This is an optimization exercise on Yosys and OpenROAD, whose aim is small area, a short achievable clock period and few clock cycles, not a production implementation.
Only simulation tests tie the RTL to the original design; equivalence was not proved.

### config.mk
export PLATFORM = sky130hd
export DESIGN_NAME = edge_midpoint_subdivider
export DESIGN_NICKNAME = edge_midpoint_subdivider
export VERILOG_FILES = /design/flow/design.v
export SDC_FILE = /design/flow/constraint.sdc
export NUM_CORES = 4
export LEC_CHECK = 0
export CAP_MARGIN = 20
export CORE_MARGIN = 2
export CORE_UTILIZATION = 40
export CTS_BUF_LIST = sky130_fd_sc_hd__clkbuf_8
export PLACE_DENSITY = 0.6
export SETUP_SLACK_MARGIN = 5
export SLEW_MARGIN = 20
### constraint.sdc
create_clock -name core_clock -period 9.0 [get_ports {clk_i}]
set_input_delay 1.8000 -clock core_clock [delete_from_list [all_inputs] [get_ports {clk_i}]]
set_output_delay 1.8000 -clock core_clock [all_outputs]
set_load 0.01 [all_outputs]
### design.v
`default_nettype none
package ems_pkg;
  localparam int COORD_W     = 16;                   
  localparam int EXTRA_FRAC  = 6;                    
  localparam int POINT_W     = 22;                   
  localparam int DELTA_W     = 35;                   
  localparam int MAX_DEPTH   = 6;                    
  localparam int DIFF_W      = COORD_W + 1;          
  localparam int SQ_W        = 2 * COORD_W;          
  localparam int SUM_W       = SQ_W + 1;             
  localparam int DEPTH_W     = $clog2(MAX_DEPTH + 1);
  localparam int STEP_W      = DIFF_W + EXTRA_FRAC;  
  localparam int REM_W       = MAX_DEPTH;            
  localparam logic [DELTA_W-1:0] DELTA_RESET = DELTA_W'(4096);
endpackage
`default_nettype wire
`default_nettype none
module ems_sq_tree (
  input  wire logic [16:0] d,
  output logic [32:0]       s_o,
  output logic [32:0]       c_o
);
  wire t0 = d[0] & d[1];
  wire t1 = d[0] & d[2];
  wire t2 = d[0] & d[3];
  wire t3 = d[0] & d[4];
  wire t4 = d[0] & d[5];
  wire t5 = d[0] & d[6];
  wire t6 = d[0] & d[7];
  wire t7 = d[0] & d[8];
  wire t8 = d[0] & d[9];
  wire t9 = d[0] & d[10];
  wire t10 = d[0] & d[11];
  wire t11 = d[0] & d[12];
  wire t12 = d[0] & d[13];
  wire t13 = d[0] & d[14];
  wire t14 = d[0] & d[15];
  wire t15 = ~(d[16] & d[0]);
  wire t16 = d[1] & d[2];
  wire t17 = d[1] & d[3];
  wire t18 = d[1] & d[4];
  wire t19 = d[1] & d[5];
  wire t20 = d[1] & d[6];
  wire t21 = d[1] & d[7];
  wire t22 = d[1] & d[8];
  wire t23 = d[1] & d[9];
  wire t24 = d[1] & d[10];
  wire t25 = d[1] & d[11];
  wire t26 = d[1] & d[12];
  wire t27 = d[1] & d[13];
  wire t28 = d[1] & d[14];
  wire t29 = d[1] & d[15];
  wire t30 = ~(d[16] & d[1]);
  wire t31 = d[2] & d[3];
  wire t32 = d[2] & d[4];
  wire t33 = d[2] & d[5];
  wire t34 = d[2] & d[6];
  wire t35 = d[2] & d[7];
  wire t36 = d[2] & d[8];
  wire t37 = d[2] & d[9];
  wire t38 = d[2] & d[10];
  wire t39 = d[2] & d[11];
  wire t40 = d[2] & d[12];
  wire t41 = d[2] & d[13];
  wire t42 = d[2] & d[14];
  wire t43 = d[2] & d[15];
  wire t44 = ~(d[16] & d[2]);
  wire t45 = d[3] & d[4];
  wire t46 = d[3] & d[5];
  wire t47 = d[3] & d[6];
  wire t48 = d[3] & d[7];
  wire t49 = d[3] & d[8];
  wire t50 = d[3] & d[9];
  wire t51 = d[3] & d[10];
  wire t52 = d[3] & d[11];
  wire t53 = d[3] & d[12];
  wire t54 = d[3] & d[13];
  wire t55 = d[3] & d[14];
  wire t56 = d[3] & d[15];
  wire t57 = ~(d[16] & d[3]);
  wire t58 = d[4] & d[5];
  wire t59 = d[4] & d[6];
  wire t60 = d[4] & d[7];
  wire t61 = d[4] & d[8];
  wire t62 = d[4] & d[9];
  wire t63 = d[4] & d[10];
  wire t64 = d[4] & d[11];
  wire t65 = d[4] & d[12];
  wire t66 = d[4] & d[13];
  wire t67 = d[4] & d[14];
  wire t68 = d[4] & d[15];
  wire t69 = ~(d[16] & d[4]);
  wire t70 = d[5] & d[6];
  wire t71 = d[5] & d[7];
  wire t72 = d[5] & d[8];
  wire t73 = d[5] & d[9];
  wire t74 = d[5] & d[10];
  wire t75 = d[5] & d[11];
  wire t76 = d[5] & d[12];
  wire t77 = d[5] & d[13];
  wire t78 = d[5] & d[14];
  wire t79 = d[5] & d[15];
  wire t80 = ~(d[16] & d[5]);
  wire t81 = d[6] & d[7];
  wire t82 = d[6] & d[8];
  wire t83 = d[6] & d[9];
  wire t84 = d[6] & d[10];
  wire t85 = d[6] & d[11];
  wire t86 = d[6] & d[12];
  wire t87 = d[6] & d[13];
  wire t88 = d[6] & d[14];
  wire t89 = d[6] & d[15];
  wire t90 = ~(d[16] & d[6]);
  wire t91 = d[7] & d[8];
  wire t92 = d[7] & d[9];
  wire t93 = d[7] & d[10];
  wire t94 = d[7] & d[11];
  wire t95 = d[7] & d[12];
  wire t96 = d[7] & d[13];
  wire t97 = d[7] & d[14];
  wire t98 = d[7] & d[15];
  wire t99 = ~(d[16] & d[7]);
  wire t100 = d[8] & d[9];
  wire t101 = d[8] & d[10];
  wire t102 = d[8] & d[11];
  wire t103 = d[8] & d[12];
  wire t104 = d[8] & d[13];
  wire t105 = d[8] & d[14];
  wire t106 = d[8] & d[15];
  wire t107 = ~(d[16] & d[8]);
  wire t108 = d[9] & d[10];
  wire t109 = d[9] & d[11];
  wire t110 = d[9] & d[12];
  wire t111 = d[9] & d[13];
  wire t112 = d[9] & d[14];
  wire t113 = d[9] & d[15];
  wire t114 = ~(d[16] & d[9]);
  wire t115 = d[10] & d[11];
  wire t116 = d[10] & d[12];
  wire t117 = d[10] & d[13];
  wire t118 = d[10] & d[14];
  wire t119 = d[10] & d[15];
  wire t120 = ~(d[16] & d[10]);
  wire t121 = d[11] & d[12];
  wire t122 = d[11] & d[13];
  wire t123 = d[11] & d[14];
  wire t124 = d[11] & d[15];
  wire t125 = ~(d[16] & d[11]);
  wire t126 = d[12] & d[13];
  wire t127 = d[12] & d[14];
  wire t128 = d[12] & d[15];
  wire t129 = ~(d[16] & d[12]);
  wire t130 = d[13] & d[14];
  wire t131 = d[13] & d[15];
  wire t132 = ~(d[16] & d[13]);
  wire t133 = d[14] & d[15];
  wire t134 = ~(d[16] & d[14]);
  wire t135 = ~(d[16] & d[15]);
  wire t136 = t10 ^ t24;
  wire t137 = t10 & t24;
  wire t138 = t11 ^ t25;
  wire t139 = t11 & t25;
  wire t140 = t12 ^ t26 ^ t39;
  wire t141 = (t12 & t26) | (t12 & t39) | (t26 & t39);
  wire t142 = t51 ^ t62;
  wire t143 = t51 & t62;
  wire t144 = t13 ^ t27 ^ t40;
  wire t145 = (t13 & t27) | (t13 & t40) | (t27 & t40);
  wire t146 = t52 ^ t63;
  wire t147 = t52 & t63;
  wire t148 = t14 ^ t28 ^ t41;
  wire t149 = (t14 & t28) | (t14 & t41) | (t28 & t41);
  wire t150 = t53 ^ t64 ^ t74;
  wire t151 = (t53 & t64) | (t53 & t74) | (t64 & t74);
  wire t152 = t83 ^ t91;
  wire t153 = t83 & t91;
  wire t154 = t15 ^ t29 ^ t42;
  wire t155 = (t15 & t29) | (t15 & t42) | (t29 & t42);
  wire t156 = t54 ^ t65 ^ t75;
  wire t157 = (t54 & t65) | (t54 & t75) | (t65 & t75);
  wire t158 = t84 ^ t92 ^ 1'b1;
  wire t159 = (t84 & t92) | (t84 & 1'b1) | (t92 & 1'b1);
  wire t160 = t30 ^ t43 ^ t55;
  wire t161 = (t30 & t43) | (t30 & t55) | (t43 & t55);
  wire t162 = t66 ^ t76 ^ t85;
  wire t163 = (t66 & t76) | (t66 & t85) | (t76 & t85);
  wire t164 = t93 ^ t100 ^ d[9];
  wire t165 = (t93 & t100) | (t93 & d[9]) | (t100 & d[9]);
  wire t166 = t44 ^ t56 ^ t67;
  wire t167 = (t44 & t56) | (t44 & t67) | (t56 & t67);
  wire t168 = t77 ^ t86 ^ t94;
  wire t169 = (t77 & t86) | (t77 & t94) | (t86 & t94);
  wire t170 = t57 ^ t68 ^ t78;
  wire t171 = (t57 & t68) | (t57 & t78) | (t68 & t78);
  wire t172 = t87 ^ t95 ^ t102;
  wire t173 = (t87 & t95) | (t87 & t102) | (t95 & t102);
  wire t174 = t69 ^ t79 ^ t88;
  wire t175 = (t69 & t79) | (t69 & t88) | (t79 & t88);
  wire t176 = t80 ^ t89 ^ t97;
  wire t177 = (t80 & t89) | (t80 & t97) | (t89 & t97);
  wire t178 = t6 ^ t20;
  wire t179 = t6 & t20;
  wire t180 = t7 ^ t21;
  wire t181 = t7 & t21;
  wire t182 = t8 ^ t22 ^ t35;
  wire t183 = (t8 & t22) | (t8 & t35) | (t22 & t35);
  wire t184 = t47 ^ t58;
  wire t185 = t47 & t58;
  wire t186 = t9 ^ t23 ^ t36;
  wire t187 = (t9 & t23) | (t9 & t36) | (t23 & t36);
  wire t188 = t48 ^ t59;
  wire t189 = t48 & t59;
  wire t190 = t136 ^ t37 ^ t49;
  wire t191 = (t136 & t37) | (t136 & t49) | (t37 & t49);
  wire t192 = t60 ^ t70 ^ d[6];
  wire t193 = (t60 & t70) | (t60 & d[6]) | (t70 & d[6]);
  wire t194 = t137 ^ t138 ^ t38;
  wire t195 = (t137 & t138) | (t137 & t38) | (t138 & t38);
  wire t196 = t50 ^ t61 ^ t71;
  wire t197 = (t50 & t61) | (t50 & t71) | (t61 & t71);
  wire t198 = t139 ^ t140 ^ t142;
  wire t199 = (t139 & t140) | (t139 & t142) | (t140 & t142);
  wire t200 = t72 ^ t81 ^ d[7];
  wire t201 = (t72 & t81) | (t72 & d[7]) | (t81 & d[7]);
  wire t202 = t141 ^ t143 ^ t144;
  wire t203 = (t141 & t143) | (t141 & t144) | (t143 & t144);
  wire t204 = t146 ^ t73 ^ t82;
  wire t205 = (t146 & t73) | (t146 & t82) | (t73 & t82);
  wire t206 = t145 ^ t147 ^ t148;
  wire t207 = (t145 & t147) | (t145 & t148) | (t147 & t148);
  wire t208 = t150 ^ t152 ^ d[8];
  wire t209 = (t150 & t152) | (t150 & d[8]) | (t152 & d[8]);
  wire t210 = t149 ^ t151 ^ t153;
  wire t211 = (t149 & t151) | (t149 & t153) | (t151 & t153);
  wire t212 = t154 ^ t156 ^ t158;
  wire t213 = (t154 & t156) | (t154 & t158) | (t156 & t158);
  wire t214 = t155 ^ t157 ^ t159;
  wire t215 = (t155 & t157) | (t155 & t159) | (t157 & t159);
  wire t216 = t160 ^ t162 ^ t164;
  wire t217 = (t160 & t162) | (t160 & t164) | (t162 & t164);
  wire t218 = t161 ^ t163 ^ t165;
  wire t219 = (t161 & t163) | (t161 & t165) | (t163 & t165);
  wire t220 = t166 ^ t168 ^ t101;
  wire t221 = (t166 & t168) | (t166 & t101) | (t168 & t101);
  wire t222 = t167 ^ t169 ^ t170;
  wire t223 = (t167 & t169) | (t167 & t170) | (t169 & t170);
  wire t224 = t172 ^ t108 ^ d[10];
  wire t225 = (t172 & t108) | (t172 & d[10]) | (t108 & d[10]);
  wire t226 = t171 ^ t173 ^ t174;
  wire t227 = (t171 & t173) | (t171 & t174) | (t173 & t174);
  wire t228 = t96 ^ t103 ^ t109;
  wire t229 = (t96 & t103) | (t96 & t109) | (t103 & t109);
  wire t230 = t175 ^ t176 ^ t104;
  wire t231 = (t175 & t176) | (t175 & t104) | (t176 & t104);
  wire t232 = t110 ^ t115 ^ d[11];
  wire t233 = (t110 & t115) | (t110 & d[11]) | (t115 & d[11]);
  wire t234 = t177 ^ t90 ^ t98;
  wire t235 = (t177 & t90) | (t177 & t98) | (t90 & t98);
  wire t236 = t105 ^ t111 ^ t116;
  wire t237 = (t105 & t111) | (t105 & t116) | (t111 & t116);
  wire t238 = t99 ^ t106 ^ t112;
  wire t239 = (t99 & t106) | (t99 & t112) | (t106 & t112);
  wire t240 = t117 ^ t121 ^ d[12];
  wire t241 = (t117 & t121) | (t117 & d[12]) | (t121 & d[12]);
  wire t242 = t107 ^ t113 ^ t118;
  wire t243 = (t107 & t113) | (t107 & t118) | (t113 & t118);
  wire t244 = t114 ^ t119 ^ t123;
  wire t245 = (t114 & t119) | (t114 & t123) | (t119 & t123);
  wire t246 = t4 ^ t18;
  wire t247 = t4 & t18;
  wire t248 = t5 ^ t19;
  wire t249 = t5 & t19;
  wire t250 = t178 ^ t33 ^ t45;
  wire t251 = (t178 & t33) | (t178 & t45) | (t33 & t45);
  wire t252 = t179 ^ t180 ^ t34;
  wire t253 = (t179 & t180) | (t179 & t34) | (t180 & t34);
  wire t254 = t181 ^ t182 ^ t184;
  wire t255 = (t181 & t182) | (t181 & t184) | (t182 & t184);
  wire t256 = t183 ^ t185 ^ t186;
  wire t257 = (t183 & t185) | (t183 & t186) | (t185 & t186);
  wire t258 = t187 ^ t189 ^ t190;
  wire t259 = (t187 & t189) | (t187 & t190) | (t189 & t190);
  wire t260 = t191 ^ t193 ^ t194;
  wire t261 = (t191 & t193) | (t191 & t194) | (t193 & t194);
  wire t262 = t195 ^ t197 ^ t198;
  wire t263 = (t195 & t197) | (t195 & t198) | (t197 & t198);
  wire t264 = t199 ^ t201 ^ t202;
  wire t265 = (t199 & t201) | (t199 & t202) | (t201 & t202);
  wire t266 = t203 ^ t205 ^ t206;
  wire t267 = (t203 & t205) | (t203 & t206) | (t205 & t206);
  wire t268 = t207 ^ t209 ^ t210;
  wire t269 = (t207 & t209) | (t207 & t210) | (t209 & t210);
  wire t270 = t211 ^ t213 ^ t214;
  wire t271 = (t211 & t213) | (t211 & t214) | (t213 & t214);
  wire t272 = t215 ^ t217 ^ t218;
  wire t273 = (t215 & t217) | (t215 & t218) | (t217 & t218);
  wire t274 = t219 ^ t221 ^ t222;
  wire t275 = (t219 & t221) | (t219 & t222) | (t221 & t222);
  wire t276 = t223 ^ t225 ^ t226;
  wire t277 = (t223 & t225) | (t223 & t226) | (t225 & t226);
  wire t278 = t227 ^ t229 ^ t230;
  wire t279 = (t227 & t229) | (t227 & t230) | (t229 & t230);
  wire t280 = t231 ^ t233 ^ t234;
  wire t281 = (t231 & t233) | (t231 & t234) | (t233 & t234);
  wire t282 = t235 ^ t237 ^ t238;
  wire t283 = (t235 & t237) | (t235 & t238) | (t237 & t238);
  wire t284 = t239 ^ t241 ^ t242;
  wire t285 = (t239 & t241) | (t239 & t242) | (t241 & t242);
  wire t286 = t243 ^ t244 ^ t126;
  wire t287 = (t243 & t244) | (t243 & t126) | (t244 & t126);
  wire t288 = t245 ^ t120 ^ t124;
  wire t289 = (t245 & t120) | (t245 & t124) | (t120 & t124);
  wire t290 = t125 ^ t128 ^ t130;
  wire t291 = (t125 & t128) | (t125 & t130) | (t128 & t130);
  wire t292 = t2 ^ t16;
  wire t293 = t2 & t16;
  wire t294 = t3 ^ t17;
  wire t295 = t3 & t17;
  wire t296 = t246 ^ t31 ^ d[3];
  wire t297 = (t246 & t31) | (t246 & d[3]) | (t31 & d[3]);
  wire t298 = t247 ^ t248 ^ t32;
  wire t299 = (t247 & t248) | (t247 & t32) | (t248 & t32);
  wire t300 = t249 ^ t250 ^ d[4];
  wire t301 = (t249 & t250) | (t249 & d[4]) | (t250 & d[4]);
  wire t302 = t251 ^ t252 ^ t46;
  wire t303 = (t251 & t252) | (t251 & t46) | (t252 & t46);
  wire t304 = t253 ^ t254 ^ d[5];
  wire t305 = (t253 & t254) | (t253 & d[5]) | (t254 & d[5]);
  wire t306 = t255 ^ t256 ^ t188;
  wire t307 = (t255 & t256) | (t255 & t188) | (t256 & t188);
  wire t308 = t257 ^ t258 ^ t192;
  wire t309 = (t257 & t258) | (t257 & t192) | (t258 & t192);
  wire t310 = t259 ^ t260 ^ t196;
  wire t311 = (t259 & t260) | (t259 & t196) | (t260 & t196);
  wire t312 = t261 ^ t262 ^ t200;
  wire t313 = (t261 & t262) | (t261 & t200) | (t262 & t200);
  wire t314 = t263 ^ t264 ^ t204;
  wire t315 = (t263 & t264) | (t263 & t204) | (t264 & t204);
  wire t316 = t265 ^ t266 ^ t208;
  wire t317 = (t265 & t266) | (t265 & t208) | (t266 & t208);
  wire t318 = t267 ^ t268 ^ t212;
  wire t319 = (t267 & t268) | (t267 & t212) | (t268 & t212);
  wire t320 = t269 ^ t270 ^ t216;
  wire t321 = (t269 & t270) | (t269 & t216) | (t270 & t216);
  wire t322 = t271 ^ t272 ^ t220;
  wire t323 = (t271 & t272) | (t271 & t220) | (t272 & t220);
  wire t324 = t273 ^ t274 ^ t224;
  wire t325 = (t273 & t274) | (t273 & t224) | (t274 & t224);
  wire t326 = t275 ^ t276 ^ t228;
  wire t327 = (t275 & t276) | (t275 & t228) | (t276 & t228);
  wire t328 = t277 ^ t278 ^ t232;
  wire t329 = (t277 & t278) | (t277 & t232) | (t278 & t232);
  wire t330 = t279 ^ t280 ^ t236;
  wire t331 = (t279 & t280) | (t279 & t236) | (t280 & t236);
  wire t332 = t281 ^ t282 ^ t240;
  wire t333 = (t281 & t282) | (t281 & t240) | (t282 & t240);
  wire t334 = t283 ^ t284 ^ t122;
  wire t335 = (t283 & t284) | (t283 & t122) | (t284 & t122);
  wire t336 = t285 ^ t286 ^ d[13];
  wire t337 = (t285 & t286) | (t285 & d[13]) | (t286 & d[13]);
  wire t338 = t287 ^ t288 ^ t127;
  wire t339 = (t287 & t288) | (t287 & t127) | (t288 & t127);
  wire t340 = t289 ^ t290 ^ d[14];
  wire t341 = (t289 & t290) | (t289 & d[14]) | (t290 & d[14]);
  wire t342 = t291 ^ t129 ^ t131;
  wire t343 = (t291 & t129) | (t291 & t131) | (t129 & t131);
  wire t344 = t132 ^ t133 ^ d[15];
  wire t345 = (t132 & t133) | (t132 & d[15]) | (t133 & d[15]);
  assign s_o = {t135, t345, t343, t341, t339, t337, t335, t333, t331, t329, t327, t325, t323, t321, t319, t317, t315, t313, t311, t309, t307, t305, t303, t301, t299, t297, t295, t293, t292, t1, t0, 1'b0, d[0]};
  assign c_o = {d[16], t134, t344, t342, t340, t338, t336, t334, t332, t330, t328, t326, t324, t322, t320, t318, t316, t314, t312, t310, t308, t306, t304, t302, t300, t298, t296, t294, d[2], 1'b0, d[1], 1'b0, 1'b0};
endmodule
`default_nettype wire
`default_nettype none
module ems_cmp_le (
  input  wire logic [35:0] a,
  input  wire logic [35:0] b,
  output logic        le_o
);
  wire c0 = ~a[0] & b[0];
  wire c1 = ~(a[0] ^ b[0]);
  wire c2 = ~a[1] & b[1];
  wire c3 = ~(a[1] ^ b[1]);
  wire c4 = ~a[2] & b[2];
  wire c5 = ~(a[2] ^ b[2]);
  wire c6 = ~a[3] & b[3];
  wire c7 = ~(a[3] ^ b[3]);
  wire c8 = ~a[4] & b[4];
  wire c9 = ~(a[4] ^ b[4]);
  wire c10 = ~a[5] & b[5];
  wire c11 = ~(a[5] ^ b[5]);
  wire c12 = ~a[6] & b[6];
  wire c13 = ~(a[6] ^ b[6]);
  wire c14 = ~a[7] & b[7];
  wire c15 = ~(a[7] ^ b[7]);
  wire c16 = ~a[8] & b[8];
  wire c17 = ~(a[8] ^ b[8]);
  wire c18 = ~a[9] & b[9];
  wire c19 = ~(a[9] ^ b[9]);
  wire c20 = ~a[10] & b[10];
  wire c21 = ~(a[10] ^ b[10]);
  wire c22 = ~a[11] & b[11];
  wire c23 = ~(a[11] ^ b[11]);
  wire c24 = ~a[12] & b[12];
  wire c25 = ~(a[12] ^ b[12]);
  wire c26 = ~a[13] & b[13];
  wire c27 = ~(a[13] ^ b[13]);
  wire c28 = ~a[14] & b[14];
  wire c29 = ~(a[14] ^ b[14]);
  wire c30 = ~a[15] & b[15];
  wire c31 = ~(a[15] ^ b[15]);
  wire c32 = ~a[16] & b[16];
  wire c33 = ~(a[16] ^ b[16]);
  wire c34 = ~a[17] & b[17];
  wire c35 = ~(a[17] ^ b[17]);
  wire c36 = ~a[18] & b[18];
  wire c37 = ~(a[18] ^ b[18]);
  wire c38 = ~a[19] & b[19];
  wire c39 = ~(a[19] ^ b[19]);
  wire c40 = ~a[20] & b[20];
  wire c41 = ~(a[20] ^ b[20]);
  wire c42 = ~a[21] & b[21];
  wire c43 = ~(a[21] ^ b[21]);
  wire c44 = ~a[22] & b[22];
  wire c45 = ~(a[22] ^ b[22]);
  wire c46 = ~a[23] & b[23];
  wire c47 = ~(a[23] ^ b[23]);
  wire c48 = ~a[24] & b[24];
  wire c49 = ~(a[24] ^ b[24]);
  wire c50 = ~a[25] & b[25];
  wire c51 = ~(a[25] ^ b[25]);
  wire c52 = ~a[26] & b[26];
  wire c53 = ~(a[26] ^ b[26]);
  wire c54 = ~a[27] & b[27];
  wire c55 = ~(a[27] ^ b[27]);
  wire c56 = ~a[28] & b[28];
  wire c57 = ~(a[28] ^ b[28]);
  wire c58 = ~a[29] & b[29];
  wire c59 = ~(a[29] ^ b[29]);
  wire c60 = ~a[30] & b[30];
  wire c61 = ~(a[30] ^ b[30]);
  wire c62 = ~a[31] & b[31];
  wire c63 = ~(a[31] ^ b[31]);
  wire c64 = ~a[32] & b[32];
  wire c65 = ~(a[32] ^ b[32]);
  wire c66 = ~a[33] & b[33];
  wire c67 = ~(a[33] ^ b[33]);
  wire c68 = ~a[34] & b[34];
  wire c69 = ~(a[34] ^ b[34]);
  wire c70 = ~a[35] & b[35];
  wire c71 = ~(a[35] ^ b[35]);
  wire c72 = c2 | (c3 & c0);
  wire c73 = c3 & c1;
  wire c74 = c6 | (c7 & c4);
  wire c75 = c7 & c5;
  wire c76 = c10 | (c11 & c8);
  wire c77 = c11 & c9;
  wire c78 = c14 | (c15 & c12);
  wire c79 = c15 & c13;
  wire c80 = c18 | (c19 & c16);
  wire c81 = c19 & c17;
  wire c82 = c22 | (c23 & c20);
  wire c83 = c23 & c21;
  wire c84 = c26 | (c27 & c24);
  wire c85 = c27 & c25;
  wire c86 = c30 | (c31 & c28);
  wire c87 = c31 & c29;
  wire c88 = c34 | (c35 & c32);
  wire c89 = c35 & c33;
  wire c90 = c38 | (c39 & c36);
  wire c91 = c39 & c37;
  wire c92 = c42 | (c43 & c40);
  wire c93 = c43 & c41;
  wire c94 = c46 | (c47 & c44);
  wire c95 = c47 & c45;
  wire c96 = c50 | (c51 & c48);
  wire c97 = c51 & c49;
  wire c98 = c54 | (c55 & c52);
  wire c99 = c55 & c53;
  wire c100 = c58 | (c59 & c56);
  wire c101 = c59 & c57;
  wire c102 = c62 | (c63 & c60);
  wire c103 = c63 & c61;
  wire c104 = c66 | (c67 & c64);
  wire c105 = c67 & c65;
  wire c106 = c70 | (c71 & c68);
  wire c107 = c71 & c69;
  wire c108 = c74 | (c75 & c72);
  wire c109 = c75 & c73;
  wire c110 = c78 | (c79 & c76);
  wire c111 = c79 & c77;
  wire c112 = c82 | (c83 & c80);
  wire c113 = c83 & c81;
  wire c114 = c86 | (c87 & c84);
  wire c115 = c87 & c85;
  wire c116 = c90 | (c91 & c88);
  wire c117 = c91 & c89;
  wire c118 = c94 | (c95 & c92);
  wire c119 = c95 & c93;
  wire c120 = c98 | (c99 & c96);
  wire c121 = c99 & c97;
  wire c122 = c102 | (c103 & c100);
  wire c123 = c103 & c101;
  wire c124 = c106 | (c107 & c104);
  wire c125 = c107 & c105;
  wire c126 = c110 | (c111 & c108);
  wire c127 = c111 & c109;
  wire c128 = c114 | (c115 & c112);
  wire c129 = c115 & c113;
  wire c130 = c118 | (c119 & c116);
  wire c131 = c119 & c117;
  wire c132 = c122 | (c123 & c120);
  wire c133 = c123 & c121;
  wire c134 = c128 | (c129 & c126);
  wire c135 = c129 & c127;
  wire c136 = c132 | (c133 & c130);
  wire c137 = c133 & c131;
  wire c138 = c136 | (c137 & c134);
  wire c139 = c137 & c135;
  wire c140 = c124 | (c125 & c138);
  wire c141 = c125 & c139;
  assign le_o = c140 | c141;
endmodule
`default_nettype wire
`default_nettype none
import ems_pkg::*;
module edge_midpoint_subdivider (
  input  wire logic                      clk_i,
  input  wire logic                      rst_ni,
  input  wire logic                      cfg_we_i,
  input  wire logic [DELTA_W-1:0]        cfg_wdata_i,
  input  wire logic                      edge_valid_i,
  output logic                           edge_ready_o,
  input  wire logic signed [COORD_W-1:0] edge_start_x_i,
  input  wire logic signed [COORD_W-1:0] edge_start_y_i,
  input  wire logic signed [COORD_W-1:0] edge_end_x_i,
  input  wire logic signed [COORD_W-1:0] edge_end_y_i,
  output logic                           point_valid_o,
  input  wire logic                      point_ready_i,
  output logic signed [POINT_W-1:0]      point_x_o,
  output logic signed [POINT_W-1:0]      point_y_o,
  output logic                           point_last_o,
  output logic                           point_capped_o
);
  logic [DELTA_W-1:0] delta_q;
  always_ff @(posedge clk_i or negedge rst_ni) begin
    if (!rst_ni) begin
      delta_q <= DELTA_RESET;
    end else if (cfg_we_i) begin
      delta_q <= cfg_wdata_i;
    end
  end
  logic a_v, b_v, b_ph, c_v, c_lp, e_v;
  logic a_mv, b_load, b_mv, c_done, c_hand, fire;
  logic fit;
  logic [DEPTH_W-1:0] c_k;
  logic e_last;
  logic c_ok, c_hand0, c_hand1, b_mv0, b_mv1;
  assign fire    = e_v & point_ready_i;
  assign c_done  = fit | (c_k == DEPTH_W'(MAX_DEPTH));
  assign c_ok    = c_v & ~c_lp & c_done;
  assign c_hand0 = c_ok & ~e_v;              
  assign c_hand1 = c_ok & e_v & e_last;      
  assign c_hand  = c_hand0 | (c_hand1 & point_ready_i);
  assign b_mv0   = b_v & b_ph & (~c_v | c_hand0);
  assign b_mv1   = b_v & b_ph & c_hand1;
  assign b_mv    = b_mv0 | (b_mv1 & point_ready_i);
  assign b_load = ~b_v | b_mv;
  assign a_mv   = a_v & b_load;
  assign edge_ready_o = ~a_v;
  always_ff @(posedge clk_i or negedge rst_ni) begin
    if (!rst_ni) begin
      a_v  <= 1'b0;
      b_v  <= 1'b0;
      b_ph <= 1'b0;
      c_v  <= 1'b0;
      c_lp <= 1'b0;
      e_v  <= 1'b0;
    end else begin
      a_v <= a_v ? ~a_mv : edge_valid_i;
      if (b_load) begin
        b_v  <= a_v;
        b_ph <= 1'b0;
      end else if (b_v) begin
        b_ph <= 1'b1;
      end
      if (b_mv) begin
        c_v <= 1'b1;
      end else if (c_hand) begin
        c_v <= 1'b0;
      end
      c_lp <= b_mv;
      if (c_hand) begin
        e_v <= 1'b1;
      end else if (fire & e_last) begin
        e_v <= 1'b0;
      end
    end
  end
  logic signed [COORD_W-1:0] a_sx, a_sy, a_ex, a_ey;
  always_ff @(posedge clk_i) begin
    if (!a_v) begin
      a_sx <= edge_start_x_i;
      a_sy <= edge_start_y_i;
      a_ex <= edge_end_x_i;
      a_ey <= edge_end_y_i;
    end
  end
  logic signed [DIFF_W-1:0]  a_dx, a_dy;
  logic signed [DIFF_W-1:0]  b_dx, b_dy;    
  logic signed [COORD_W-1:0] b_sx, b_sy;
  assign a_dx = DIFF_W'(a_ex) - DIFF_W'(a_sx);
  assign a_dy = DIFF_W'(a_ey) - DIFF_W'(a_sy);
  always_ff @(posedge clk_i) begin
    if (b_load) begin
      b_sx <= a_sx;
      b_sy <= a_sy;
      b_dx <= a_dx;
      b_dy <= a_dy;
    end else if (!b_ph) begin
      b_dx <= b_dy;
      b_dy <= b_dx;
    end
  end
  logic [SUM_W-1:0] sq_s, sq_c, s1_q, c1_q;
  logic            q_x;
  ems_sq_tree u_sq (
    .d   (b_dx),
    .s_o (sq_s),
    .c_o (sq_c)
  );
  always_ff @(posedge clk_i) begin
    s1_q <= sq_s;
    c1_q <= sq_c;
  end
  always_ff @(posedge clk_i or negedge rst_ni) begin
    if (!rst_ni) begin
      q_x <= 1'b0;
    end else begin
      q_x <= b_v & ~b_ph & ~b_load;
    end
  end
  logic [SUM_W-1:0] acc_q;
  logic [SUM_W-1:0] r3_s, r3_c;
  logic [SUM_W-1:0] sum2;
  assign r3_s = acc_q ^ s1_q ^ c1_q;
  assign r3_c = (acc_q & s1_q) | (acc_q & c1_q) | (s1_q & c1_q);
  assign sum2 = r3_s + {r3_c[SUM_W-2:0], 1'b0};
  always_ff @(posedge clk_i) begin
    if (q_x) begin
      acc_q <= sum2;
    end else if (c_lp || !b_v) begin
      acc_q <= '0;
    end
  end
  logic signed [COORD_W-1:0] c_sx, c_sy;
  logic signed [STEP_W-1:0]  c_stx, c_sty;
  logic [SUM_W-1:0]          c_l;
  logic                      c_st;
  ems_cmp_le u_fit (
    .a    ({{(DELTA_W - SUM_W){1'b0}}, c_l, c_st}),
    .b    ({delta_q, 1'b0}),
    .le_o (fit)
  );
  always_ff @(posedge clk_i) begin
    if (b_mv) begin
      c_sx  <= b_sx;
      c_sy  <= b_sy;
      c_stx <= {b_dy, {EXTRA_FRAC{1'b0}}};
      c_sty <= {b_dx, {EXTRA_FRAC{1'b0}}};
    end else if (c_v && !c_lp && !c_done) begin
      c_stx <= c_stx >>> 1;
      c_sty <= c_sty >>> 1;
    end
  end
  always_ff @(posedge clk_i or negedge rst_ni) begin
    if (!rst_ni) begin
      c_k <= '0;
    end else if (b_mv) begin
      c_k <= '0;
    end else if (c_v && !c_lp && !c_done) begin
      c_k <= c_k + DEPTH_W'(1);
    end
  end
  always_ff @(posedge clk_i) begin
    if (c_lp) begin
      c_l  <= sum2;
      c_st <= 1'b0;
    end else if (c_v && !c_done) begin
      c_l  <= c_l >> 2;
      c_st <= c_st | c_l[1] | c_l[0];
    end
  end
  logic signed [POINT_W-1:0] px_q, py_q, stx_q, sty_q;
  logic signed [POINT_W-1:0] nstx, nsty, npx, npy;
  logic [REM_W-1:0]          rem_q;
  logic                      cap_q;
  assign nstx = c_stx[POINT_W-1:0];
  assign nsty = c_sty[POINT_W-1:0];
  assign npx  = {c_sx, {EXTRA_FRAC{1'b0}}} + nstx;
  assign npy  = {c_sy, {EXTRA_FRAC{1'b0}}} + nsty;
  always_ff @(posedge clk_i) begin
    if (c_hand) begin
      px_q  <= npx;
      py_q  <= npy;
      stx_q <= nstx;
      sty_q <= nsty;
      rem_q <= REM_W'((1 << c_k) - 1);
      cap_q <= ~fit;
    end else if (fire) begin
      px_q  <= px_q + stx_q;
      py_q  <= py_q + sty_q;
      rem_q <= rem_q - REM_W'(1);
    end
  end
  always_ff @(posedge clk_i or negedge rst_ni) begin
    if (!rst_ni) begin
      e_last <= 1'b0;
    end else if (c_hand) begin
      e_last <= (c_k == '0);
    end else if (fire) begin
      e_last <= (rem_q == REM_W'(1));
    end
  end
  assign point_valid_o  = e_v;
  assign point_x_o      = px_q;
  assign point_y_o      = py_q;
  assign point_last_o   = e_last;
  assign point_capped_o = cap_q;
endmodule
`default_nettype wire
### flow/run.sh
#!/bin/bash
# The standard layout, with the ports buffered by buf_4 rather than the
# flow's default pick, and repair_timing aiming for a larger setup margin.
set -euo pipefail
bash standard.sh SETUP_SLACK_MARGIN=5.9 "BUFFER_PORTS_ARGS=-buffer_cell sky130_fd_sc_hd__buf_4" finish > standard_make.log 2>&1
### standard.sh
#!/bin/bash
# synth_recipe.tcl (not shown) runs the flow's synth.tcl, then flattens the netlist and writes it again
# the make line also repeats each setting of config.mk as NAME=value (left out here)
make -C /OpenROAD-flow-scripts/flow DESIGN_CONFIG=/design/flow/config.mk WORK_HOME=/design/flow/orfs CLKGATE_MAP_FILE= SYNTH_SCRIPT=/design/flow/synth_recipe.tcl "${@:-finish}"
==> load_flow_metrics.sql, run 1 <==
INSERT INTO impl_metrics (metric_group, metric, value, unit) VALUES
('run_status', 'run_status', 'timing/DRC/antenna clean', ''),
('drt', 'detail_route.wirelength', '72500', 'um'),
('cts', 'tritoncts', 'built', ''),
('timing', 'timing.hold.ws', '0.418', 'ns'),
('grt', 'via_count_of_the_first_global_routing_pass', '19600', ''),
('grt', 'grt.total_usage', '19.9', '%'),
('yosys', 'yosys_warnings', '1', ''),
('yosys', 'synth_top_cell_by_area', 'sky130_fd_sc_hd__edfxtp_1', ''),
('timing', 'worst_slew_margin_rel', '38.7', '%'),
('drt', 'drc_errors', '0', ''),
('timing', 'final-setup-viol-count', '0', ''),
('placement', 'io_buffer_count', '151', ''),
('yosys', 'yosys_register_bits', '478', ''),
('timing', 'final_worst_path_period_share', '36.7', '%'),
('yosys', 'synthFlopType', 'sky130_fd_sc_hd__edfxtp_1', ''),
('yosys', 'synth_cell_type_count', '74', ''),
('floorplanning', 'rows', '95', ''),
('cts', 'clock_path_buffers', '3', ''),
('drt', 'met3RoutedLength', '4980', 'um'),
('yosys', 'synth.area.top_cells', 'sky130_fd_sc_hd__edfxtp_1 39%, sky130_fd_sc_hd__ha_1 9.1%, sky130_fd_sc_hd__fa_1 8.7%, sky130_fd_sc_hd__dfxtp_1 5.5%, sky130_fd_sc_hd__dfrtp_1 4.1%', ''),
('yosys', 'post_synth_instance_area', '27200', 'um2'),
('critical_path', 'required_arrival_time_at_the_worst_endpoint', '9.41', 'ns'),
('yosys', 'synthesis.nets', '2737', ''),
('yosys', 'synthesis.instances', '2316', ''),
('drt', 'drt-initial-drc-count', '1498', ''),
('critical_path', 'cells_traversed_along_the_worst_timing_path', 'fa_1 > ha_4 > o21ai_4 > a221oi_4 > a211oi_4 > or3_4 > a211oi_4 > nor4bb_2 > nor3_2 > buf_4 > nor3b_2', ''),
('drt', 'met1_length', '31900', 'um'),
('floorplanning', 'chipWidth', '265', 'um'),
('timing', 'final_hold_viol_count', '0', ''),
('min_path', 'whs_path_cells', '0', ''),
('timing', 'finClkSkew', '0.0366', 'ns'),
('timing', 'max_freq', '0.303', 'GHz'),
('timing', 'fin_tns_setup', '0', 'ns'),
('critical_path', 'crit_path_dat', '3.71', 'ns'),
('drt', 'maxUsedRoutingLayer', 'met4', ''),
('critical_path', 'cp_max_fo', '4', ''),
('cts', 'cts-root-buf', 'sky130_fd_sc_hd__clkbuf_8', ''),
('yosys', 'synth.cells.most_frequent', '357 x sky130_fd_sc_hd__edfxtp_1, 226 x sky130_fd_sc_hd__inv_1, 199 x sky130_fd_sc_hd__ha_1, 138 x sky130_fd_sc_hd__nand2_1, 129 x sky130_fd_sc_hd__a21oi_1', ''),
('floorplanning', 'core_box_area', '67300', 'um2'),
('cells_and_area', 'finalNonFillerCells', '3616', ''),
('placement', 'routabilityCongestion', '0.851', ''),
('grt', 'overflow', '0', ''),
('grt', 'grt_antenna_before_repair', '2', ''),
('floorplanning', 'io_pins', '152', ''),
('floorplanning', 'dieHeight', '265', 'um'),
('cells_and_area', 'drive_gt1_share', '24.9', '%'),
('critical_path', 'cp_num_buf_inv', '1', ''),
('drt', 'number_of_nets_with_antenna_violations_after_detailed_routing', '0', ''),
('cells_and_area', 'area_growth', '26.5', '%'),
('cts', 'cts_buffers', '86', ''),
('critical_path', 'worstSetupPathType', 'reg -> reg', ''),
('yosys', 'yosysTopAreaCellShare', '39.4', '%'),
('min_path', 'worstHoldPathType', 'reg -> reg', ''),
('critical_path', 'kind_of_launch_point_of_the_worst_setup_path', 'register', ''),
('cts', 'clkTransAtPathRegs', '0.06', 'ns'),
('critical_path', 'crit_slowest_cell', 'sky130_fd_sc_hd__fa_1', ''),
('cts', 'cts_htree_levels', '3', ''),
('timing', 'worst-slew-pin-transition', '0.919', 'ns'),
('critical_path', 'cp_slowest_stage_delay', '0.51', 'ns'),
('floorplanning', 'initial_core_util', '40.5', '%'),
('critical_path', 'cp_num_cells', '11', ''),
('timing', 'rsz0062_at_grt', 'true', ''),
('drt', 'post_drt_via_cell_ratio', '5.33', '');
==> sequential cells by signal (all words and copies together), names as in the netlist, 3 cells and up <==
name / cells
b_sy: 16
b_sx: 16
py_q: 22
c_sx: 16
px_q: 22
c_l: 33
a_sx: 16
a_sy: 16
stx_q: 22
c_sy: 16
c_stx: 23
a_ex: 16
sty_q: 22
c_k: 3
c1_q: 30
a_ey: 16
acc_q: 33
rem_q: 6
delta_q: 35
s1_q: 32
c_sty: 23
b_dx: 17
b_dy: 17
==> cell type report <==
cell class                      count  area (um2)  share of cell area (%)
Multi-Input combinational cell   1542       13800                    40.1
Sequential cell                   478       13400                    38.8
Timing Repair Buffer              332        3480                    10.1
Clock buffer                       94        1290                    3.75
Tap cell                          873        1090                    3.17
Inverter                          228         893                    2.59
Clock inverter                     63         458                    1.33
Timing Repair inverter              4        46.3                   0.134
Antenna cell                        2        5.00                  0.0145
==> through the flow <==
step	util, %	cell area [um2]	setup slack [ns]
4_1_cts	49.2	33100	5.72
5_1_grt	51.2	34500	5.56
6_report	51.2	34500	5.70
3_3_place_gp	43.7	29400	4.33
3_5_place_dp	43.7	29400	4.25
2_1_floorplan	-	27400	5.71
==> worst paths after layout <==
check / startpoint / end / slack [ns]
min: b_sx[2]$_DFFE_PP_ / c_sx[2]$_DFFE_PP_ / 0.42
max: acc_q[4]$_SDFFCE_PN0P_ / c_l[32]$_SDFFCE_PN0P_ / 5.70
min reg2reg: b_sx[2]$_DFFE_PP_ / c_sx[2]$_DFFE_PP_ / 0.42
min in group asynchronous: rst_ni / delta_q[33]$_DFFE_PN0P_ / 1.15
max reg2reg: acc_q[4]$_SDFFCE_PN0P_ / c_l[32]$_SDFFCE_PN0P_ / 5.70
max in group asynchronous: rst_ni / a_v$_DFF_PN0_ / 7.35
==> layout by cell type, fill, tap and decap left out, types with 29 or more instances in the layout <==
| cell | synthesis | layout |
|---|---|---|
| sky130_fd_sc_hd__buf_6 | 0 | 63 |
| sky130_fd_sc_hd__fa_1 | 118 | 116 |
| sky130_fd_sc_hd__a21oi_1 | 129 | 117 |
| sky130_fd_sc_hd__a22o_1 | 32 | 32 |
| sky130_fd_sc_hd__o21ai_0 | 94 | 80 |
| sky130_fd_sc_hd__ha_1 | 199 | 180 |
| sky130_fd_sc_hd__dfxtp_1 | 75 | 75 |
| sky130_fd_sc_hd__xor2_1 | 46 | 44 |
| sky130_fd_sc_hd__dfrtp_1 | 45 | 43 |
| sky130_fd_sc_hd__inv_1 | 226 | 250 |
| sky130_fd_sc_hd__and2_1 | 125 | 120 |
| sky130_fd_sc_hd__mux2_2 | 84 | 44 |
| sky130_fd_sc_hd__nand2_1 | 138 | 133 |
| sky130_fd_sc_hd__nor2_1 | 127 | 123 |
| sky130_fd_sc_hd__xnor2_1 | 77 | 72 |
| sky130_fd_sc_hd__mux2_4 | 0 | 40 |
| sky130_fd_sc_hd__buf_4 | 3 | 219 |
| sky130_fd_sc_hd__o21a_1 | 29 | 29 |
| sky130_fd_sc_hd__clkbuf_8 | 0 | 94 |
| sky130_fd_sc_hd__nand3_1 | 33 | 29 |
| sky130_fd_sc_hd__edfxtp_1 | 357 | 357 |
==> per-layer routing <==
layer  up-vias  GRT usage [%]
met2       684           31.9
met3       144           3.65
met4         0           7.02
met5         -              0
li1       8932              -
met1      9496           27.0
==> cells by family (layout without fill, tap and decap cells) <==
| family | after synthesis | in the layout | share of synthesized area [%] |
|---|---|---|---|
| other | 0 | 2 | 0 |
| adder cells (fa/ha/maj) | 317 | 317 | 17.8 |
| flip-flops | 478 | 478 | 49.1 |
| multiplexers | 109 | 109 | 4.39 |
| AND/OR/NAND/NOR | 551 | 554 | 10.1 |
| buffers and inverters | 299 | 721 | 4.19 |
| XOR/XNOR | 123 | 123 | 3.96 |
| AO/OA/AOI/OAI | 439 | 439 | 10.4 |
==> what timing repair did <==
item                       4_1_cts  5_1_grt
gates resized for setup        168      151
cloned                          17       14
pin swaps                       42       66
setup buffers                  100       48
setup endpoints to repair      479      356
Testbench counts, summed over its fixed seeds: cycles 16,976.
==> inputs of run 2 (changes only) <==
--- a/config.mk
+++ b/config.mk
@@ -7,7 +7,8 @@
 export LEC_CHECK = 0
+export ABC_AREA = 1
 export CAP_MARGIN = 20
 export CORE_MARGIN = 2
-export CORE_UTILIZATION = 40
+export CORE_UTILIZATION = 55
 export CTS_BUF_LIST = sky130_fd_sc_hd__clkbuf_8
-export PLACE_DENSITY = 0.6
+export PLACE_DENSITY = 0.75
 export SETUP_SLACK_MARGIN = 5
==> run 2 against run 1 <==
  * Largest cell class is now sequential cells
  * Critical path type is now reg -> out
  * Synthesized area up 3.7%
  * Register-to-register slack better by 0.28 ns
  * Synthesized cell count up 25%
  * Hold slack worse by 0.0058 ns
  * Sequential share of layout area up 2.0 points
  * Maximum frequency up 1.2%
  * Clock skew up 0.0061 ns
==> load_flow_metrics.sql, run 2 <==
INSERT INTO impl_metrics (metric_group, metric, value, unit) VALUES
('critical_path', 'cpLargestDelayFamily', 'flip-flops', ''),
('cts', 'clock_path_buffers', '3', ''),
('placement', 'placed_area', '30000', 'um2'),
('timing', 'finClkSkew', '0.0428', 'ns'),
('yosys', 'yosys_register_bits', '478', ''),
('placement', 'inst_count_dp', '3663', ''),
('cts', 'cts_buffers', '83', ''),
('yosys', 'synth_cell_type_count', '55', ''),
('timing', 'final_period_minus_worst_setup_slack', '3.26', 'ns'),
('cts', 'clkSinkCount', '478', ''),
('cells_and_area', 'layout.cells.most_common_list', '690 x sky130_fd_sc_hd__nand2_1, 476 x sky130_fd_sc_hd__inv_1, 357 x sky130_fd_sc_hd__edfxtp_1', ''),
('critical_path', 'worstSetupPathType', 'reg -> out', ''),
('critical_path', 'rr_startpoint', 'b_dx[16]$_DFFE_PP_', ''),
('critical_path', 'kind_of_launch_point_of_the_worst_setup_path', 'register', ''),
('placement', 'io_buffer_count', '151', ''),
('placement', 'detailed_place_hpwl', '48200', 'um'),
('critical_path', 'cells_traversed_along_the_worst_timing_path', 'clkinvlp_4 > clkbuf_16 > buf_6', ''),
('cts', 'cts-root-buf', 'sky130_fd_sc_hd__clkbuf_8', ''),
('floorplanning', 'dieHeight', '231', 'um'),
('drt', 'routed_wire_length_per_instance', '18.1', 'um'),
('critical_path', 'crit_slowest_cell', 'sky130_fd_sc_hd__dfrtp_1', ''),
('timing', 'max_freq', '0.306', 'GHz'),
('run_status', 'run_status', 'timing/DRC/antenna clean', ''),
('timing', 'rsz0062_at_grt', 'true', ''),
('floorplanning', 'dieArea', '53200', 'um2'),
('cells_and_area', 'finalNonFillerCells', '3908', ''),
('grt', 'grt_antenna_before_repair', '0', ''),
('yosys', 'synthMostInstantiatedCell', 'sky130_fd_sc_hd__nand2_1', ''),
('critical_path', 'cp_slowest_stage_delay', '0.40', 'ns'),
('floorplanning', 'core_box_area', '51100', 'um2'),
('timing', 'worst_slew_margin_rel', '37.4', '%'),
('yosys', 'synthesis.nets', '3322', ''),
('floorplanning', 'chipWidth', '231', 'um'),
('min_path', 'whs_path_cells', '0', ''),
('yosys', 'synth_top_cell_by_area', 'sky130_fd_sc_hd__edfxtp_1', ''),
('cts', 'cts_htree_levels', '3', ''),
('critical_path', 'reg2reg_setup_slack', '5.98', 'ns'),
('yosys', 'synth.area.top_cells', 'sky130_fd_sc_hd__edfxtp_1 38%, sky130_fd_sc_hd__nand2_1 9.2%, sky130_fd_sc_hd__ha_1 8.8%, sky130_fd_sc_hd__fa_1 8.4%, sky130_fd_sc_hd__inv_1 6.0%', ''),
('critical_path', 'cp_num_buf_inv', '3', ''),
('placement', 'routabilityCongestion', '0.923', ''),
('timing', 'final_worst_path_period_share', '36.3', '%'),
('cts', 'clock_latency', '0.68', 'ns'),
('yosys', 'yosysTopAreaCellShare', '37.9', '%'),
('critical_path', 'critPathCaptureType', 'primary output', ''),
('drt', 'drt-initial-drc-count', '1888', ''),
('drt', 'detailroute.via_count', '21300', ''),
('critical_path', 'cp_max_fo', '2', ''),
('cells_and_area', 'fillCellCount', '4031', ''),
('timing', 'final-setup-viol-count', '0', ''),
('cells_and_area', 'area_growth', '16.0', '%'),
('drt', 'detail_route.wirelength', '70800', 'um'),
('cells_and_area', 'finish.net_count', '3579', ''),
('yosys', 'yosys_warnings', '1', ''),
('timing', 'fin_tns_setup', '0', 'ns'),
('drt', 'drt-pass1-iter-count', '5', ''),
('floorplanning', 'io_pins', '152', ''),
('cells_and_area', 'max_ffs_per_register', '35', ''),
('grt', 'grt.total_usage', '26.3', '%'),
('min_path', 'hold_path.startpoint', 'b_sx[0]$_DFFE_PP_', ''),
('yosys', 'synth.cells.most_frequent', '694 x sky130_fd_sc_hd__nand2_1, 452 x sky130_fd_sc_hd__inv_1, 357 x sky130_fd_sc_hd__edfxtp_1, 199 x sky130_fd_sc_hd__ha_1', ''),
('yosys', 'synth-edff-count', '357', ''),
('yosys', 'post_synth_instance_area', '28300', 'um2'),
('yosys', 'synthFlopType', 'sky130_fd_sc_hd__edfxtp_1', ''),
('grt', 'grt_first_pass_wirelength', '110000', 'um'),
('timing', 'timing_max_transition_violations_final', '0', ''),
('timing', 'worst-slew-pin-transition', '0.939', 'ns'),
('critical_path', 'required_arrival_time_at_the_worst_endpoint', '7.20', 'ns'),
('grt', 'overflow', '0', ''),
('min_path', 'worstHoldPathType', 'reg -> reg', ''),
('grt', 'grt_max_degree', '92', ''),
('yosys', 'synthesis.instances', '2901', ''),
('cts', 'tritoncts', 'built', ''),
('flow_run', 'timing.max_cap.violations', '0', ''),
('drt', 'post_drt_via_cell_ratio', '5.44', ''),
('grt', 'via_count_of_the_first_global_routing_pass', '21200', ''),
('cts', 'hold_fix_buffers_cts', '0', ''),
('drt', 'drc_errors', '0', ''),
('cells_and_area', 'layout.cells.most_common', 'sky130_fd_sc_hd__nand2_1', ''),
('drt', 'number_of_nets_with_antenna_violations_after_detailed_routing', '0', ''),
('critical_path', 'worst-r2r-cell-count', '8', ''),
('yosys', 'ys_seq_area_share', '47.3', '%'),
('cells_and_area', 'drive_gt1_share', '14.1', '%'),
('yosys', 'synthesized_area_per_cell', '9.74', 'um2'),
('cells_and_area', 'largestRegisters', 'delta_q: 35 flops, acc_q: 33 flops, c_l: 33 flops', ''),
('cts', 'clkTransAtPathRegs', '0.07', 'ns'),
('cells_and_area', 'design_area', '32800', 'um2'),
('critical_path', 'crit_path_dat', '1.46', 'ns'),
('yosys', 'asyncSetResetFlopFracSynth', '9.62', '%'),
('cells_and_area', 'max_flop_register', 'delta_q', ''),
('min_path', 'endpoint_worst_hold', 'c_sx[0]$_DFFE_PP_', ''),
('floorplanning', 'initial_core_util', '55.3', '%'),
('timing', 'final_hold_viol_count', '0', ''),
('critical_path', 'worstReg2RegEnd', 'c1_q[23]$_DFF_P_', ''),
('floorplanning', 'rows', '83', '');
-- run 2: logic make-up (layout without fill, tap and decap cells) --
family	Yosys count	after routing	share of synthesized area, %
AOI/OAI and AO/OA	387	387	7.68
other	0	1	0
xor gates and xnor gates	132	132	4.09
and+or+nand+nor	1016	1024	14.8
DFF	478	478	47.3
muxes	33	33	1.32
adders and majority gates	317	317	17.2
buffers and inverters	538	856	7.56
-- run 2: final cells by class --
type                            count  area [um2]  share of cell area (%)
Tap cell                          680         851                    2.60
Timing Repair Buffer              248        2190                    6.69
Sequential cell                   478       13400                    40.8
Clock inverter                     63         367                    1.12
Multi-Input combinational cell   1893       13000                    39.7
Clock buffer                       91        1250                    3.82
Antenna cell                        1        2.50                 0.00763
Inverter                          454        1730                    5.27
-- run 2: stage by stage --
stage,setup WS (ns),hold slack [ns],util [%]
global route,5.66,0.428,64.2
floorplan,5.91,0.346,-
CTS,5.70,0.416,63.2
global placement,5.09,0.407,58.6
detailed placement,5.01,0.406,58.6
finish,5.74,0.412,64.2
-- run 2: worst max path at each step --
stage                       start  slack (ns)                 end  cells past startpoint
2_1_floorplan  b_dx[16]$_DFFE_PP_        5.91    c1_q[22]$_DFF_P_                      9
3_3_place_gp        point_ready_i        5.09  rem_q[1]$_DFFE_PP_                      9
4_1_cts             a_v$_DFF_PN0_        5.70        edge_ready_o                      3
3_5_place_dp        point_ready_i        5.01  rem_q[1]$_DFFE_PP_                      9
5_1_grt             a_v$_DFF_PN0_        5.66        edge_ready_o                      3
6_report            a_v$_DFF_PN0_        5.74        edge_ready_o                      3
-- run 2: what timing repair did --
action,in CTS,in global routing
resized for setup,45,34
endpoints found under the setup margin,302,328
pin swaps,4,3
cloned,9,4
buffers inserted,42,34
-- run 2: layer usage --
layer	wire [um]	GRT usage [%]	vias to the layer above	share of wire (%)
li1	-	-	10100	-
met1	30500	37.1	10200	43
met2	32000	41.0	881	45
met3	6010	5.10	158	8.5
met4	2230	9.13	2	3.1
met5	25	0	-	0.035

## re-timing with driven ports
The flow's constraints put no driver on any port. The routed layouts listed below were extracted and timed again, unchanged, in two steps.
Step 1 (the two cells are an assumption about what drives the block):
set clk [get_ports {clk_i}]
set_driving_cell -lib_cell sky130_fd_sc_hd__clkbuf_16 $clk
set_driving_cell -lib_cell sky130_fd_sc_hd__buf_2 [delete_from_list [all_inputs] $clk]
Step 2 times the ports against the registers' clock, not the clock port: input delays grow and output delays shrink by t, the midpoint of the rising clock arrivals with the driver on.
Slacks: no drivers / after step 1 / after step 2; pairs: no drivers / after step 1.
| run | t (ns) | setup WS [ns] | worst setup path at the end | latest minus earliest clock arrival (ns) | worst slew at a driven data input, ns |
|---|---|---|---|---|---|
| run 1 | 0.742 | 5.699 / 5.699 / 5.408 | input to register | 0.037 / 0.037 | 0.07 |
| run 2 | 0.718 | 5.737 / 5.683 / 5.595 | input to register | 0.047 / 0.048 | 0.04 |
After both steps setup and hold are still met in every run listed. The setup slack of run 1, which loses most, moves by 0.000 ns with the drivers and by -0.291 ns with both steps.
